What follows belongs to an exercise in optimizing a design on an open flow for small area, a short achievable clock period and few clock cycles; a production flow would make more cautious choices.
Only simulation tests tie the RTL to the original design; equivalence was not proved.
Power and IR drop assume default switching activity.

AL:
==> flow/design.v <==
module move_unmaker #(
  parameter int DEPTH = 64,
  parameter int PW    = $clog2(DEPTH) + 1
) (
  input  logic          clk_in,
  input  logic          rst_in,
  input  logic          push_valid_in,
  input  logic [14:0]   push_move_in,
  input  logic [430:0]  push_board_in,
  output logic          push_ready_out,
  input  logic          undo_valid_in,
  input  logic [430:0]  board_in,
  output logic          undo_ready_out,
  output logic [430:0]  board_out,
  output logic          valid_out,
  output logic [PW-1:0] depth_out,
  output logic          error_out
);
  localparam int AW = $clog2(DEPTH);
  localparam int NUM_BB = 5;
  localparam int RW = 36;
  localparam logic [2:0] SPECIAL_UNKNOWN    = 3'd0;
  localparam logic [2:0] SPECIAL_CASTLE     = 3'd2;
  localparam logic [2:0] SPECIAL_EN_PASSANT = 3'd3;
  localparam logic [2:0] CAP_K    = 3'd5;
  localparam logic [2:0] CAP_NONE = 3'd7;
  function automatic [7:0] dec3(input [2:0] x);
    dec3 = 8'd1 << x;
  endfunction
  function automatic [31:0] sq_dec(input [11:0] x);
    sq_dec = {dec3(x[11:9]), dec3(x[8:6]), dec3(x[5:3]), dec3(x[2:0])};
  endfunction
  logic [PW-1:0] r_depth;
  logic [RW-1:0] r_mem [0:DEPTH-3];
  logic [RW-1:0] r_sec;
  logic [7:0]    t_sr, t_sf, t_dr, t_df;
  logic [5:0]    t_src, t_dst;
  logic [5:0]    t_cap;
  logic          t_ep, t_dir, t_promo, t_cm;
  logic [18:0]   t_keep;
  logic [430:0]  r_board_out;
  logic          r_valid, r_error;
  logic          w_push_ready, w_undo_ready, w_push_acc, w_undo_acc, w_reject;
  logic          w_push_ld, w_undo_ld;
  logic [AW-1:0] r_wr_ptr, r_rd_ptr;
  logic          r_full, r_empty;
  assign w_push_ready = !rst_in && !r_full;
  assign w_undo_ready = !rst_in && !r_empty && !push_valid_in;
  assign w_push_acc   = push_valid_in && w_push_ready;
  assign w_undo_acc   = undo_valid_in && w_undo_ready;
  assign w_push_ld    = push_valid_in && !r_full;
  assign w_undo_ld    = undo_valid_in && !r_empty && !push_valid_in;
  assign w_reject     = !rst_in && ((push_valid_in && r_full) ||
                        (undo_valid_in && r_empty && !push_valid_in));
  logic [63:0]       p_bb [0:NUM_BB-1];
  logic [NUM_BB-1:0] p_at;
  logic [5:0]        p_k0, p_k1, p_src, p_dst;
  logic [2:0]        p_special;
  logic [2:0]        p_dx;
  logic [5:0]        p_cap;
  logic              p_src_pawn, p_src_king, p_dst_king, p_ep, p_castle_mv, p_seen;
  always_comb begin
    for (int i = 0; i < NUM_BB; i++) p_bb[i] = push_board_in[111 + 64*i +: 64];
    p_k0      = push_board_in[104:99];
    p_k1      = push_board_in[110:105];
    p_src     = push_move_in[14:9];
    p_dst     = push_move_in[8:3];
    p_special = push_move_in[2:0];
    for (int i = 0; i < NUM_BB; i++) p_at[i] = p_bb[i][p_dst];
    p_dx = (p_src[2:0] > p_dst[2:0]) ? (p_src[2:0] - p_dst[2:0]) : (p_dst[2:0] - p_src[2:0]);
    p_src_pawn = p_bb[0][p_src];
    p_src_king = (p_k0 == p_src) || (p_k1 == p_src);
    p_dst_king = (p_k0 == p_dst) || (p_k1 == p_dst);
    p_ep = (p_special == SPECIAL_EN_PASSANT) ||
           ((p_special == SPECIAL_UNKNOWN) && p_src_pawn &&
            (p_dst[2:0] != p_src[2:0]) && !(|p_at) && !p_dst_king);
    p_cap[5] = p_dst_king;
    p_seen   = p_dst_king;
    for (int i = 0; i < NUM_BB; i++) begin
      p_cap[i] = p_at[i] && !p_seen;
      p_seen   = p_seen || p_at[i];
    end
    p_castle_mv = p_src_king && ((p_special == SPECIAL_CASTLE) ||
                  ((p_special == SPECIAL_UNKNOWN) && (p_dx > 3'd1)));
  end
  logic [7:0]   t_cr;
  logic [5:0]   u_src, u_dst, u_kb;
  logic         u_castle_mv, u_promo, u_ep, u_b, u_nk, u_left, u_cap_k, u_cap_any;
  logic [NUM_BB-1:0] u_cap;
  logic [NUM_BB-1:0] u_has;
  logic [63:0]  u_bb [0:NUM_BB-1];
  logic [63:0]  u_pw, m_src, m_dst, m_cap, m_rf, m_rt, m_clr;
  logic [5:0]   u_k0, u_k1;
  logic [430:0] w_rebuilt;
  always_comb begin
    u_src       = t_src;
    u_dst       = t_dst;
    u_ep        = t_ep;
    u_promo     = t_promo;
    u_castle_mv = t_cm;
    for (int i = 0; i < NUM_BB; i++) u_cap[i] = u_ep ? (i == 0) : t_cap[i];
    u_cap_k     = !u_ep && t_cap[5];
    u_cap_any   = u_ep || (|t_cap);
    t_cr        = !u_ep ? t_dr : t_dir ? {t_dr[6:0], t_dr[7]} : {t_dr[0], t_dr[7:1]};
    u_left      = (u_dst < u_src);
    for (int j = 0; j < 64; j++) begin
      m_src[j] = t_sr[j / 8] & t_sf[j % 8];
      m_dst[j] = t_dr[j / 8] & t_df[j % 8];
      m_cap[j] = t_cr[j / 8] & t_df[j % 8];
      m_rf[j]  = u_castle_mv & t_sr[j / 8] & ((j % 8) == (u_left ? 3 : 5));
      m_rt[j]  = u_castle_mv & t_sr[j / 8] & ((j % 8) == (u_left ? 0 : 7));
    end
    u_b  = ~board_in[1];
    u_k0 = board_in[104:99];
    u_k1 = board_in[110:105];
    u_pw = board_in[98:35];
    u_kb = u_b ? u_k1 : u_k0;
    u_nk  = (u_kb != u_dst);
    m_clr = u_nk ? m_dst : 64'd0;
    for (int i = 0; i < NUM_BB; i++) begin
      u_bb[i]  = board_in[111 + 64*i +: 64];
      u_has[i] = u_promo ? (i == 0) : |(u_bb[i] & m_dst);
      u_bb[i]  = (u_bb[i] & ~m_clr) | (u_nk && u_has[i] ? m_src : 64'd0) |
                 (u_cap[i] ? m_cap : 64'd0);
    end
    u_bb[3] = (u_bb[3] & ~m_rf) | m_rt;
    if (!u_nk) begin
      if (u_b) u_k1 = u_src; else u_k0 = u_src;
    end
    if (u_cap_k) begin
      if (u_b) u_k0 = u_dst; else u_k1 = u_dst;
    end
    u_pw = u_pw & ~m_dst;
    u_pw = u_b ? (u_pw & ~m_src) : (u_pw | m_src);
    if (u_cap_any) u_pw = u_b ? (u_pw | m_cap) : (u_pw & ~m_cap);
    u_pw = u_pw & ~m_rf;
    u_pw = u_b ? (u_pw & ~m_rt) : (u_pw | m_rt);
    w_rebuilt = {u_bb[4], u_bb[3], u_bb[2], u_bb[1], u_bb[0], u_k1, u_k0, u_pw,
                 t_keep[18:1], board_in[16:1] - 16'd1, t_keep[0]};
  end
  always_ff @(posedge clk_in) begin
    if (rst_in) begin
      r_depth  <= '0;
      r_wr_ptr <= AW'(DEPTH - 2);
      r_rd_ptr <= AW'(DEPTH - 3);
      r_full   <= 1'b0;
      r_empty  <= 1'b1;
    end else if (w_push_acc) begin
      r_depth  <= r_depth + PW'(1);
      r_wr_ptr <= r_wr_ptr + AW'(1);
      r_rd_ptr <= r_rd_ptr + AW'(1);
      r_full   <= (r_depth == PW'(DEPTH - 1));
      r_empty  <= 1'b0;
    end else if (w_undo_acc) begin
      r_depth  <= r_depth - PW'(1);
      r_wr_ptr <= r_wr_ptr - AW'(1);
      r_rd_ptr <= r_rd_ptr - AW'(1);
      r_full   <= 1'b0;
      r_empty  <= (r_depth == PW'(1));
    end
  end
  always_ff @(posedge clk_in) begin
    r_valid     <= w_undo_acc;
    r_error     <= w_reject;
    r_board_out <= w_rebuilt;
  end
  logic [RW-1:0] w_rd_data;
  always_comb begin
    w_rd_data = '0;
    for (int k = 0; k < DEPTH-2; k++)
      if (r_rd_ptr == AW'(k)) w_rd_data = w_rd_data | r_mem[k];
  end
  logic [2:0]    t_kind, m_kind;
  logic [4:0]    t_code, m_code;
  logic [RW-1:0] t_rec;
  logic          m_ep;
  always_comb begin
    t_kind = CAP_NONE;
    for (int i = 5; i >= 0; i--)
      if (t_cap[i]) t_kind = 3'(i);
    if (t_ep)         t_code = {2'b11, 1'b0, t_dir, t_cm};
    else if (t_promo) t_code = {2'b10, t_kind};
    else              t_code = {1'b0, t_cm, t_kind};
    t_rec = {t_src, t_dst, t_code, t_keep};
    m_code = r_sec[23:19];
    m_kind = m_code[2:0];
    m_ep   = &m_code[4:3];
  end
  always_ff @(posedge clk_in) begin
    if (w_push_ld) begin
      {t_sr, t_sf, t_dr, t_df} <= sq_dec({p_src, p_dst});
      t_src   <= p_src;
      t_dst   <= p_dst;
      t_cap   <= p_cap;
      t_ep    <= p_ep;
      t_dir   <= push_board_in[1];
      t_promo <= p_special[2];
      t_cm    <= p_castle_mv;
      t_keep  <= {push_board_in[34:31], push_board_in[30:24], push_board_in[23:17],
                  push_board_in[0]};
    end else if (w_undo_ld) begin
      {t_sr, t_sf, t_dr, t_df} <= sq_dec(r_sec[35:24]);
      t_src   <= r_sec[35:30];
      t_dst   <= r_sec[29:24];
      for (int i = 0; i < 6; i++) t_cap[i] <= !m_ep && (m_kind == 3'(i));
      t_ep    <= m_ep;
      t_dir   <= m_code[1];
      t_promo <= (m_code[4:3] == 2'b10);
      t_cm    <= m_ep ? m_code[0] : (m_code[4:3] == 2'b01);
      t_keep  <= r_sec[18:0];
    end
    if (w_push_ld)      r_sec <= t_rec;
    else if (w_undo_ld) r_sec <= w_rd_data;
    for (int k = 0; k < DEPTH-2; k++)
      if (r_wr_ptr == AW'(k)) r_mem[k] <= r_sec;
  end
  assign push_ready_out = w_push_ready;
  assign undo_ready_out = w_undo_ready;
  assign board_out      = r_board_out;
  assign valid_out      = r_valid;
  assign depth_out      = r_depth;
  assign error_out      = r_error;
endmodule
export LEC_CHECK = 0
export CAP_MARGIN = 40
export CORE_MARGIN = 2
export CORE_UTILIZATION = 40
export CTS_BUF_LIST = sky130_fd_sc_hd__clkbuf_16
export CTS_CLUSTER_DIAMETER = 80
export CTS_CLUSTER_SIZE = 25
export SETUP_SLACK_MARGIN = 3.8
export SLEW_MARGIN = 50
create_clock -name core_clock -period 7.0 [get_ports {clk_in}]
standard.sh (not shown) runs the stock make flow with config.mk's settings and CLKGATE_MAP_FILE= SYNTH_SCRIPT=/design/flow/synth_recipe.tcl, a recipe that flattens the netlist after the stock synthesis.
==> flow/flow/run.sh <==
#!/bin/bash
# Standard layout, except that buffer_ports is told to use plain buf_1
# buffers on the ports instead of the delay cells it picks by itself.
set -euo pipefail
here=$(pwd)
bash standard.sh synth > "$here/make_synth.log" 2>&1
export BUFFER_PORTS_ARGS="-buffer_cell sky130_fd_sc_hd__buf_1"
bash standard.sh > "$here/make_layout.log" 2>&1
AL completed every stage of the flow, and the final layout passed the timing, design-rule and antenna checks.
Testbench counts of AL, summed over its fixed seeds: cycles 24,001.
Inputs modified between AL and MS:
-- flow/design.v --
<<< AL, line 42
  logic          r_valid, r_error;
  logic          w_push_ready, w_undo_ready, w_push_acc, w_undo_acc, w_reject;
  logic          w_push_ld, w_undo_ld;
  logic [AW-1:0] r_wr_ptr, r_rd_ptr;
  logic          r_full, r_empty;
>>> MS, line 42
  logic          r_valid, r_error;
  logic          w_push_ready, w_undo_ready, w_push_acc, w_undo_acc, w_reject;
  logic [AW-1:0] r_wr_ptr, r_rd_ptr;
  logic          r_full, r_empty;
<<< AL, line 49
  assign w_push_acc   = push_valid_in && w_push_ready;
  assign w_undo_acc   = undo_valid_in && w_undo_ready;
  assign w_push_ld    = push_valid_in && !r_full;
  assign w_undo_ld    = undo_valid_in && !r_empty && !push_valid_in;
  assign w_reject     = !rst_in && ((push_valid_in && r_full) ||
                        (undo_valid_in && r_empty && !push_valid_in));
>>> MS, line 48
  assign w_push_acc   = push_valid_in && w_push_ready;
  assign w_undo_acc   = undo_valid_in && w_undo_ready;
  assign w_reject     = !rst_in && ((push_valid_in && r_full) ||
                        (undo_valid_in && r_empty && !push_valid_in));
<<< AL, line 120
    for (int i = 0; i < NUM_BB; i++) begin
      u_bb[i]  = board_in[111 + 64*i +: 64];
      u_has[i] = u_promo ? (i == 0) : |(u_bb[i] & m_dst);
      u_bb[i]  = (u_bb[i] & ~m_clr) | (u_nk && u_has[i] ? m_src : 64'd0) |
                 (u_cap[i] ? m_cap : 64'd0);
>>> MS, line 117
    for (int i = 0; i < NUM_BB; i++) begin
      u_bb[i]  = board_in[111 + 64*i +: 64];
      u_has[i] = u_promo ? (i == 0) : u_bb[i][u_dst];
      u_bb[i]  = (u_bb[i] & ~m_clr) | (u_nk && u_has[i] ? m_src : 64'd0) |
                 (u_cap[i] ? m_cap : 64'd0);
<<< AL, line 188
  end
  always_ff @(posedge clk_in) begin
    if (w_push_ld) begin
      {t_sr, t_sf, t_dr, t_df} <= sq_dec({p_src, p_dst});
      t_src   <= p_src;
>>> MS, line 185
  end
  always_ff @(posedge clk_in) begin
    if (w_push_acc) begin
      {t_sr, t_sf, t_dr, t_df} <= sq_dec({p_src, p_dst});
      t_src   <= p_src;
<<< AL, line 199
      t_keep  <= {push_board_in[34:31], push_board_in[30:24], push_board_in[23:17],
                  push_board_in[0]};
    end else if (w_undo_ld) begin
      {t_sr, t_sf, t_dr, t_df} <= sq_dec(r_sec[35:24]);
      t_src   <= r_sec[35:30];
>>> MS, line 196
      t_keep  <= {push_board_in[34:31], push_board_in[30:24], push_board_in[23:17],
                  push_board_in[0]};
    end else if (w_undo_acc) begin
      {t_sr, t_sf, t_dr, t_df} <= sq_dec(r_sec[35:24]);
      t_src   <= r_sec[35:30];
<<< AL, line 210
      t_keep  <= r_sec[18:0];
    end
    if (w_push_ld)      r_sec <= t_rec;
    else if (w_undo_ld) r_sec <= w_rd_data;
    for (int k = 0; k < DEPTH-2; k++)
      if (r_wr_ptr == AW'(k)) r_mem[k] <= r_sec;
>>> MS, line 207
      t_keep  <= r_sec[18:0];
    end
    if (w_push_acc)      r_sec <= t_rec;
    else if (w_undo_acc) r_sec <= w_rd_data;
    for (int k = 0; k < DEPTH-2; k++)
      if (r_wr_ptr == AW'(k)) r_mem[k] <= r_sec;
MS: final core area utilization 0.37 points above AL. [MS] power after layout fell 1800 µW relative to AL. Maximum frequency in MS vs AL: down 2.7 MHz. MS vs AL, routed length on met2 went up by 3.9%. Taking AL as the reference, in MS length of the first detailed-routing pass in iterations has decreased, synthesized area per cell has increased, area of placed instances has remained practically unchanged, power per cell area has decreased. MS: final routed wire length divided by cell count 1.8% above AL. The higher number of clock buffers in the layout of AL and MS is in AL. Multiplexer area fraction after synthesis for MS is higher than for AL. Compared with AL, MS shows a higher headroom to the max-slew limit. From MS to AL, max-capacitance violation count did not move at all. MS: count of plain and timing-repair buffers 3.7% above AL.
Testbench counts of MS, summed over its fixed seeds: cycles 24,001.

[what the ideal ports hide]
How much do the figures lean on ideal ports? The routed layouts below were timed once more, with nothing changed but the port constraints.
Step 1 (the two cells are an assumption about what drives the block):
set clk [get_ports {clk_in}]
set_driving_cell -lib_cell sky130_fd_sc_hd__clkbuf_16 $clk
set_driving_cell -lib_cell sky130_fd_sc_hd__buf_2 [delete_from_list [all_inputs] $clk]
Step 2 times the ports against the registers' clock, not the clock port: input delays grow and output delays shrink by t, the midpoint of the rising clock arrivals with the driver on.
a / b / c = ideal ports / drivers / drivers and shift; a / b = the first two.
| run | t (ns) | slack for setup (ns) | latest minus earliest clock arrival (ns) | slew at the worst register clock pin (ns) | cell pins on the clock port's net |
|---|---|---|---|---|---|
| AL | 0.966 | 3.578 / 3.597 / 2.632 | 0.084 / 0.084 | 0.11 / 0.11 | 1 |
| MS | 0.940 | 3.547 / 3.547 / 2.665 | 0.096 / 0.096 | 0.10 / 0.10 | 1 |
After both steps setup and hold are still met in every run listed. The setup slack of AL, which loses most, moves by +0.019 ns with the drivers and by -0.946 ns with both steps.
